This is an optimization exercise on Yosys and OpenROAD, whose aim is a short achievable clock period and few clock cycles per item, not a production implementation.
Where RTL was checked, it was by simulation tests only, not by an equivalence proof against the original.

Setup of before:
==> module conv_ctrl, before the edit <==
module conv_ctrl (
	input  logic        Clock,
	input  logic        resetn,
	input  logic        c_valid,
	input  logic [23:0] c_pixel,
	input  logic        out_credit,
	output logic        out_valid,
	output logic [23:0] out_pixel,
	output logic        slot_free
);
	localparam int DEPTH = yuv_rgb_pkg::OUT_DEPTH;
	localparam int PW = yuv_rgb_pkg::OUT_PTR_W;
	localparam int CW = yuv_rgb_pkg::OUT_CNT_W;
	logic [23:0] mem [0:DEPTH-1];
	logic [PW-1:0] wr_ptr, rd_ptr;
	logic [CW-1:0] count;
	logic          credit_r;   
	logic [3:0]    credits;    
	logic          send;
	assign send = (count != '0) && (credits != 4'd0 || credit_r);
	assign slot_free = send;
	always_ff @(posedge Clock) begin
		if (c_valid)
			mem[wr_ptr] <= c_pixel;
		if (send)
			out_pixel <= mem[rd_ptr];
	end
	always_ff @(posedge Clock or negedge resetn) begin
		if (!resetn) begin
			wr_ptr <= '0;
			rd_ptr <= '0;
			count <= '0;
			credit_r <= 1'b0;
			credits <= '0;
			out_valid <= 1'b0;
		end else begin
			credit_r <= out_credit;
			credits <= credits + 4'(credit_r) - 4'(send);
			out_valid <= send;
			if (c_valid)
				wr_ptr <= (wr_ptr == PW'(DEPTH - 1)) ? '0 : wr_ptr + 1'b1;
			if (send)
				rd_ptr <= (rd_ptr == PW'(DEPTH - 1)) ? '0 : rd_ptr + 1'b1;
			count <= count + CW'(c_valid) - CW'(send);
		end
	end
endmodule
Settings: LEC_CHECK=0, CAP_MARGIN=20, CORE_MARGIN=2, CORE_UTILIZATION=40, SLEW_MARGIN=20; clock period 12.0 ns.
standard.sh (not shown) runs the stock make flow with config.mk's settings and CLKGATE_MAP_FILE= SYNTH_SCRIPT=/design/flow/synth_recipe.tcl, a recipe that flattens the netlist after the stock synthesis.
==> flow/flow/run.sh <==
#!/bin/bash
set -euo pipefail
bash standard.sh SETUP_SLACK_MARGIN=9 finish > flow_make.log 2>&1
Per the final summary, before finished and its layout is clean on timing, DRC and antenna.
Testbench counts of before, summed over its fixed seeds: cycles 20,624, items 20,480.
[inputs] after vs before
--- a/flow/design.v
+++ b/flow/design.v
@@ -82,12 +82,11 @@
 	assign send = (count != '0) && (credits != 4'd0 || credit_r);
 	assign slot_free = send;
 	always_ff @(posedge Clock) begin
 		if (c_valid)
 			mem[wr_ptr] <= c_pixel;
-		if (send)
-			out_pixel <= mem[rd_ptr];
+		out_pixel <= mem[rd_ptr];  
 	end
 	always_ff @(posedge Clock or negedge resetn) begin
 		if (!resetn) begin
 			wr_ptr <= '0;
 			rd_ptr <= '0;
The lower share of the final layout cell area in sequential cells of before and after is in after.
[after] proportion of cell area spent on the clock network rose 0.24 points relative to before
Compare before and after | met3 routing resource usage after global routing higher: before
after vs. before: fraction of layout instances using a drive strength above 1 increased by 2.7 points relative to the old numbers.
Testbench counts of after, summed over its fixed seeds: cycles 20,624, items 20,480.

Another version of the RTL of yuv_rgb_top (not shown whole).
For scale: roughly 4900 cells after synthesis, roughly 46 I/O pins, roughly 0.060 mm^2 of cells after synthesis.
==> module pair_window, before the edit <==
module pair_window (
	input  logic        Clock,
	input  logic        resetn,
	input  logic        r_valid,
	input  logic [15:0] r_word,
	output logic        x_valid,  
	output logic [47:0] x_u,      
	output logic [47:0] x_v,
	output logic [15:0] x_y
);
	logic        chroma;         
	logic [7:0]  pair;
	logic [47:0] win_u, win_v;
	logic [63:0] y_hist;         
	logic [47:0] nwin_u, nwin_v;
	logic [47:0] tail_u, tail_v;
	logic [47:0] tail_y;         
	logic [1:0]  tail_left;
	logic        tail_ph;
	logic        tail_issue;
	logic        c_word, row_first, row_last;
	assign c_word = r_valid & chroma;
	assign row_first = (pair == 8'd0);
	assign row_last = (pair == 8'(yuv_rgb_pkg::PAIRS_PER_ROW - 1));
	assign nwin_u = row_first ? {6{r_word[15:8]}} : {win_u[39:0], r_word[15:8]};
	assign nwin_v = row_first ? {6{r_word[7:0]}} : {win_v[39:0], r_word[7:0]};
	assign tail_issue = (tail_left != 2'd0) & tail_ph;
	always_ff @(posedge Clock or negedge resetn) begin
		if (!resetn) begin
			chroma <= 1'b0;
			pair <= '0;
			tail_left <= 2'd0;
			tail_ph <= 1'b0;
		end else begin
			if (r_valid) begin
				chroma <= ~chroma;
				if (chroma)
					pair <= row_last ? 8'd0 : pair + 8'd1;
			end
			if (c_word && row_last) begin
				tail_left <= 2'd3;
				tail_ph <= 1'b0;
			end else if (tail_left != 2'd0) begin
				tail_ph <= ~tail_ph;
				if (tail_ph)
					tail_left <= tail_left - 2'd1;
			end
		end
	end
	always_ff @(posedge Clock) begin
		if (r_valid && !chroma)
			y_hist <= {y_hist[47:0], r_word};
		if (c_word) begin
			win_u <= nwin_u;
			win_v <= nwin_v;
		end
		if (c_word && row_last) begin
			tail_u <= nwin_u;
			tail_v <= nwin_v;
			tail_y <= y_hist[47:0];
		end else if (tail_issue) begin
			tail_u <= {tail_u[39:0], tail_u[7:0]};
			tail_v <= {tail_v[39:0], tail_v[7:0]};
			tail_y <= {tail_y[31:0], 16'h0};
		end
	end
	assign x_valid = (c_word && pair >= 8'd3) || tail_issue;
	assign x_u = tail_issue ? {tail_u[39:0], tail_u[7:0]} : nwin_u;
	assign x_v = tail_issue ? {tail_v[39:0], tail_v[7:0]} : nwin_v;
	assign x_y = tail_issue ? tail_y[47:32] : y_hist[63:48];
endmodule
clock: 12.0 ns
lec_check: 0
cap_margin: 20
core_margin: 2
core_utilization: 40
cts_cluster_diameter: 80
cts_cluster_size: 30
slew_margin: 20
Scripts as last shown in full above: flow/flow/run.sh
The baseline produced a clean layout.
Testbench counts at the start, summed over its fixed seeds: cycles 20,616, items 20,480.
Then changed:
--- a/flow/design.v
+++ b/flow/design.v
@@ -1,7 +1,7 @@
 package yuv_rgb_pkg;
 	localparam int PAIRS_PER_ROW = 160;
-	localparam int OUT_DEPTH = 19;
+	localparam int OUT_DEPTH = 8;
 	localparam int OUT_PTR_W = $clog2(OUT_DEPTH);
 	localparam int OUT_CNT_W = $clog2(OUT_DEPTH + 1);
 	localparam int COEF_Y = 76284;
 	localparam int COEF_RV = 104595;
@@ -110,9 +110,9 @@
 	input  logic        Clock,
 	input  logic        resetn,
 	input  logic        r_valid,
 	input  logic [15:0] r_word,
-	output logic        x_valid,  
+	output logic        x_valid,
 	output logic [47:0] x_u,      
 	output logic [47:0] x_v,
 	output logic [15:0] x_y
 );
@@ -138,8 +138,9 @@
 			chroma <= 1'b0;
 			pair <= '0;
 			tail_left <= 2'd0;
 			tail_ph <= 1'b0;
+			x_valid <= 1'b0;
 		end else begin
 			if (r_valid) begin
 				chroma <= ~chroma;
 				if (chroma)
@@ -152,8 +153,9 @@
 				tail_ph <= ~tail_ph;
 				if (tail_ph)
 					tail_left <= tail_left - 2'd1;
 			end
+			x_valid <= (c_word && pair >= 8'd3) || tail_issue;
 		end
 	end
 	always_ff @(posedge Clock) begin
 		if (r_valid && !chroma)
@@ -170,13 +172,18 @@
 			tail_u <= {tail_u[39:0], tail_u[7:0]};
 			tail_v <= {tail_v[39:0], tail_v[7:0]};
 			tail_y <= {tail_y[31:0], 16'h0};
 		end
+		if (tail_issue) begin
+			x_u <= {tail_u[39:0], tail_u[7:0]};
+			x_v <= {tail_v[39:0], tail_v[7:0]};
+			x_y <= tail_y[47:32];
+		end else begin
+			x_u <= nwin_u;
+			x_v <= nwin_v;
+			x_y <= y_hist[63:48];
+		end
 	end
-	assign x_valid = (c_word && pair >= 8'd3) || tail_issue;
-	assign x_u = tail_issue ? {tail_u[39:0], tail_u[7:0]} : nwin_u;
-	assign x_v = tail_issue ? {tail_v[39:0], tail_v[7:0]} : nwin_v;
-	assign x_y = tail_issue ? tail_y[47:32] : y_hist[63:48];
 endmodule
 module chroma_fir (
 	input  logic        Clock,
 	input  logic        resetn,
What happened: Via count shrinks by roughly a tenth. Routed wire length shrinks by about a fifth. Die area shrinks by roughly a tenth. Worst setup slack gets better by 0.075 ns. Core utilization shrinks by 1.8 points.
No functional check of the RTL was part of the second run of this note.

-- afterwards: timing with drivers on the ports --
How much do the figures lean on ideal ports? The routed layouts below were timed once more, with nothing changed but the port constraints.
Step 1 sets driving cells, clkbuf_16 on the clock port and buf_2 on the other inputs (assumed; they add their load-dependent delay and slew).
Step 2 times the ports against the registers' clock, not the clock port: input delays grow and output delays shrink by t, the midpoint of the rising clock arrivals with the driver on.
a / b / c = ideal / step 1 / step 2; a / b = the first two.
| run | shift t [ns] | setup WS [ns] | clock arrival spread, ns |
|---|---|---|---|
| before | 0.855 | 8.193 / 8.116 / 8.731 | 0.039 / 0.039 |
| after | 0.857 | 8.322 / 8.241 / 8.717 | 0.044 / 0.045 |
| the first run of note 2 | 0.772 | 8.346 / 8.275 / 8.621 | 0.041 / 0.042 |
| the second run of note 2 | 0.768 | 8.421 / 8.352 / 8.805 | 0.060 / 0.060 |
After both steps every run listed still meets setup and hold. The worst setup slack also covers recovery checks on asynchronous resets.
